This design comes from an exercise in tuning for small area on the open sky130 flow, not from production work.
Only simulation tests tie the RTL to the original design; equivalence was not proved.

Setup of P:
==> flow/design.v <==
module cmac_rx_monitor #(
   parameter int          MIN_FRAME_BYTES  = 64,
   parameter int          MAX_FRAME_BYTES  = 9600,
   parameter int          CNT_W            = 12,   
   parameter int          BYTES_W          = 24,   
   parameter logic [CNT_W-1:0] GOOD_FRAMES_INIT = '0    
) (
   input  logic               user_clk,
   input  logic               user_resetn,
   input  logic               clear,
   input  logic [511:0]       s_axis_tdata,
   input  logic [63:0]        s_axis_tkeep,
   input  logic               s_axis_tuser,
   input  logic               s_axis_tlast,
   input  logic               s_axis_tvalid,
   output logic               s_axis_tready,
   output logic [511:0]       m_axis_tdata,
   output logic [63:0]        m_axis_tkeep,
   output logic               m_axis_tuser,
   output logic               m_axis_tlast,
   output logic               m_axis_tvalid,
   input  logic               m_axis_tready,
   output logic [CNT_W-1:0]   good_frames,
   output logic [CNT_W-1:0]   bad_frames,
   output logic [CNT_W-1:0]   runt_frames,
   output logic [CNT_W-1:0]   oversize_frames,
   output logic [BYTES_W-1:0] good_bytes,
   output logic               frame_done,
   output logic [15:0]        last_frame_len
);
   localparam int BW = 512 + 64 + 2;
   function automatic logic [6:0] popcount(input logic [63:0] k);
      popcount = '0;
      for (int i = 0; i < 64; i++) popcount = popcount + {6'd0, k[i]};
   endfunction
   function automatic logic [CNT_W-1:0] sat_inc(input logic [CNT_W-1:0] c);
      sat_inc = (c == '1) ? c : c + 1'b1;
   endfunction
   logic [BW-1:0] main_q, skid_q, skid_d, in_beat;
   logic  main_vld, skid_vld, rdy_q, skid_nxt;
   logic  in_hs, out_hs, frame_end, main_ld;
   assign in_beat   = {s_axis_tdata, s_axis_tkeep, s_axis_tuser, s_axis_tlast};
   assign in_hs     = s_axis_tvalid & rdy_q;
   assign out_hs    = main_vld & m_axis_tready;
   assign frame_end = in_hs & s_axis_tlast;
   assign s_axis_tready = rdy_q;
   assign m_axis_tvalid = main_vld;
   assign {m_axis_tdata, m_axis_tkeep, m_axis_tuser, m_axis_tlast} = main_q;
   assign skid_nxt = skid_vld ? !out_hs : (in_hs & main_vld & !out_hs);
   assign skid_d  = skid_vld ? skid_q : in_beat;
   assign main_ld = out_hs | !main_vld;
   always_ff @(posedge user_clk) begin
      skid_q <= skid_d;
      if (main_ld) main_q <= skid_d;
   end
   always_ff @(posedge user_clk or negedge user_resetn) begin
      if (!user_resetn) begin
         main_vld <= 1'b0;
         skid_vld <= 1'b0;
         rdy_q    <= 1'b0;
      end else begin
         skid_vld <= skid_nxt;
         rdy_q    <= !skid_nxt;
         main_vld <= skid_vld | in_hs | (main_vld & !out_hs);
      end
   end
   logic [6:0]  beat_bytes;
   logic [16:0] sum;
   logic [15:0] acc_q, frame_len;
   logic [BYTES_W:0] bytes_sum;
   logic        fmt_err_q, beat_err, keep_contig, is_runt, is_over, frame_bad;
   logic [62:0] keep_step;
   assign beat_bytes  = popcount(s_axis_tkeep);
   assign sum         = {1'b0, acc_q} + {10'b0, beat_bytes};
   assign frame_len   = sum[16] ? 16'hFFFF : sum[15:0];
   for (genvar i = 0; i < 63; i++) begin : g_step
      assign keep_step[i] = s_axis_tkeep[i] | !s_axis_tkeep[i+1];
   end
   assign keep_contig = s_axis_tkeep[0] & (&keep_step);
   assign beat_err    = s_axis_tlast ? !keep_contig : !beat_bytes[6];
   assign is_runt     = frame_len < 16'(MIN_FRAME_BYTES);
   assign is_over     = frame_len > 16'(MAX_FRAME_BYTES);
   assign frame_bad   = s_axis_tuser | fmt_err_q | beat_err | is_runt | is_over;
   assign bytes_sum   = {1'b0, good_bytes} + {{(BYTES_W-13){1'b0}}, frame_len[13:0]};
   always_ff @(posedge user_clk or negedge user_resetn) begin
      if (!user_resetn) begin
         acc_q           <= '0;
         fmt_err_q       <= 1'b0;
         frame_done      <= 1'b0;
         last_frame_len  <= '0;
         good_frames     <= GOOD_FRAMES_INIT;
         bad_frames      <= '0;
         runt_frames     <= '0;
         oversize_frames <= '0;
         good_bytes      <= '0;
      end else begin
         frame_done <= frame_end;
         if (in_hs) begin
            if (s_axis_tlast) begin
               acc_q          <= '0;
               fmt_err_q      <= 1'b0;
               last_frame_len <= frame_len;
            end else begin
               acc_q     <= frame_len;
               fmt_err_q <= fmt_err_q | beat_err;
            end
         end
         if (clear) begin
            good_frames     <= '0;
            bad_frames      <= '0;
            runt_frames     <= '0;
            oversize_frames <= '0;
            good_bytes      <= '0;
         end else if (frame_end) begin
            if (frame_bad) begin
               bad_frames <= sat_inc(bad_frames);
            end else begin
               good_frames <= sat_inc(good_frames);
               good_bytes  <= bytes_sum[BYTES_W] ? '1 : bytes_sum[BYTES_W-1:0];
            end
            if (is_runt) runt_frames     <= sat_inc(runt_frames);
            if (is_over) oversize_frames <= sat_inc(oversize_frames);
         end
      end
   end
endmodule
clock: 13.0 ns
lec_check: 0
cap_margin: 20
core_margin: 2
core_utilization: 40
slew_margin: 20
run.sh (not shown) runs the stock make flow with config.mk's settings and CLKGATE_MAP_FILE= SYNTH_SCRIPT=/design/flow/synth_recipe.tcl, a recipe that flattens the netlist after the stock synthesis.
The flow ended early for P: it failed with a tool error in I/O pin placement (3_2_place_iop).
diff inputs: P => Q
--- a/flow/design.v
+++ b/flow/design.v
@@ -28,7 +28,12 @@
    output logic               frame_done,
    output logic [15:0]        last_frame_len
 );
-   localparam int BW = 512 + 64 + 2;
+   typedef struct packed {
+      logic [511:0] tdata;
+      logic [63:0]  tkeep;
+      logic         tuser;
+      logic         tlast;
+   } beat_t;
    function automatic logic [6:0] popcount(input logic [63:0] k);
       popcount = '0;
       for (int i = 0; i < 64; i++) popcount = popcount + {6'd0, k[i]};
@@ -36,32 +41,42 @@
    function automatic logic [CNT_W-1:0] sat_inc(input logic [CNT_W-1:0] c);
       sat_inc = (c == '1) ? c : c + 1'b1;
    endfunction
-   logic [BW-1:0] main_q, skid_q, skid_d, in_beat;
+   beat_t main_q, skid_q, in_beat;
    logic  main_vld, skid_vld, rdy_q, skid_nxt;
-   logic  in_hs, out_hs, frame_end, main_ld;
+   logic  in_hs, out_hs, frame_end;
    assign in_beat   = {s_axis_tdata, s_axis_tkeep, s_axis_tuser, s_axis_tlast};
    assign in_hs     = s_axis_tvalid & rdy_q;
    assign out_hs    = main_vld & m_axis_tready;
    assign frame_end = in_hs & s_axis_tlast;
    assign s_axis_tready = rdy_q;
    assign m_axis_tvalid = main_vld;
-   assign {m_axis_tdata, m_axis_tkeep, m_axis_tuser, m_axis_tlast} = main_q;
+   assign m_axis_tdata  = main_q.tdata;
+   assign m_axis_tkeep  = main_q.tkeep;
+   assign m_axis_tuser  = main_q.tuser;
+   assign m_axis_tlast  = main_q.tlast;
    assign skid_nxt = skid_vld ? !out_hs : (in_hs & main_vld & !out_hs);
-   assign skid_d  = skid_vld ? skid_q : in_beat;
-   assign main_ld = out_hs | !main_vld;
-   always_ff @(posedge user_clk) begin
-      skid_q <= skid_d;
-      if (main_ld) main_q <= skid_d;
-   end
    always_ff @(posedge user_clk or negedge user_resetn) begin
       if (!user_resetn) begin
          main_vld <= 1'b0;
          skid_vld <= 1'b0;
          rdy_q    <= 1'b0;
+         main_q   <= '0;
+         skid_q   <= '0;
       end else begin
          skid_vld <= skid_nxt;
          rdy_q    <= !skid_nxt;
-         main_vld <= skid_vld | in_hs | (main_vld & !out_hs);
+         if (skid_vld) begin
+            if (out_hs) main_q <= skid_q;
+         end else if (in_hs) begin
+            if (!main_vld || out_hs) begin
+               main_q   <= in_beat;
+               main_vld <= 1'b1;
+            end else begin
+               skid_q <= in_beat;
+            end
+         end else if (out_hs) begin
+            main_vld <= 1'b0;
+         end
       end
    end
    logic [6:0]  beat_bytes;
@@ -69,19 +84,15 @@
    logic [15:0] acc_q, frame_len;
    logic [BYTES_W:0] bytes_sum;
    logic        fmt_err_q, beat_err, keep_contig, is_runt, is_over, frame_bad;
-   logic [62:0] keep_step;
    assign beat_bytes  = popcount(s_axis_tkeep);
    assign sum         = {1'b0, acc_q} + {10'b0, beat_bytes};
    assign frame_len   = sum[16] ? 16'hFFFF : sum[15:0];
-   for (genvar i = 0; i < 63; i++) begin : g_step
-      assign keep_step[i] = s_axis_tkeep[i] | !s_axis_tkeep[i+1];
-   end
-   assign keep_contig = s_axis_tkeep[0] & (&keep_step);
-   assign beat_err    = s_axis_tlast ? !keep_contig : !beat_bytes[6];
+   assign keep_contig = (s_axis_tkeep != '0) && ((s_axis_tkeep & (s_axis_tkeep + 64'd1)) == '0);
+   assign beat_err    = s_axis_tlast ? !keep_contig : (s_axis_tkeep != '1);
    assign is_runt     = frame_len < 16'(MIN_FRAME_BYTES);
    assign is_over     = frame_len > 16'(MAX_FRAME_BYTES);
    assign frame_bad   = s_axis_tuser | fmt_err_q | beat_err | is_runt | is_over;
-   assign bytes_sum   = {1'b0, good_bytes} + {{(BYTES_W-13){1'b0}}, frame_len[13:0]};
+   assign bytes_sum   = {1'b0, good_bytes} + {{(BYTES_W-15){1'b0}}, frame_len};
    always_ff @(posedge user_clk or negedge user_resetn) begin
       if (!user_resetn) begin
          acc_q           <= '0;
Q: no failed stages, no open violations at the end. Die boundary width went up by more than 10% going from P to Q. The starting density of the core of P and that of Q are within noise of each other. On Q: share of synthesized cell area in and, or, nand and nor gates is 3.6 points higher than what P gave. On combined area of all synthesized cells, P beats Q. In Q, the count of mapped cells out of synthesis came out about 70% above the value in P. Complex-gate fraction of the synthesized area (lower): P. Q reports a higher share of synthesized flip-flops with an asynchronous set or reset than P does. Per the comparison of Q with P, net count after synthesis shows an increase of 2027; synthesized-area fraction occupied by adder cells decreased by 0.55 points relative to the old numbers.

-- port drivers added, routing unchanged --
The flow's constraints put no driver on any port. The routed layout listed below was extracted and timed again, unchanged, in two steps. Step 1 (the two cells are an assumption about what drives the block):
set clk [get_ports {user_clk}]
set_driving_cell -lib_cell sky130_fd_sc_hd__clkbuf_16 $clk
set_driving_cell -lib_cell sky130_fd_sc_hd__buf_2 [delete_from_list [all_inputs] $clk]
Step 2 moves the port delays by t, midway between the first and last clock arrival at a register: inputs arrive t later, outputs are due t later. That takes back most of the time a late clock gives input paths. a / b / c = ideal / step 1 / step 2; a / b = the first two.
run: Q
t, ns: 0.845
setup WS [ns]: 1.553 / 1.567 / 0.722
latest minus earliest clock arrival (ns): 0.034 / 0.034
After both steps setup and hold are still met in Q. For Q, drivers alone change the setup slack by +0.014 ns; drivers and shift together by -0.831 ns.
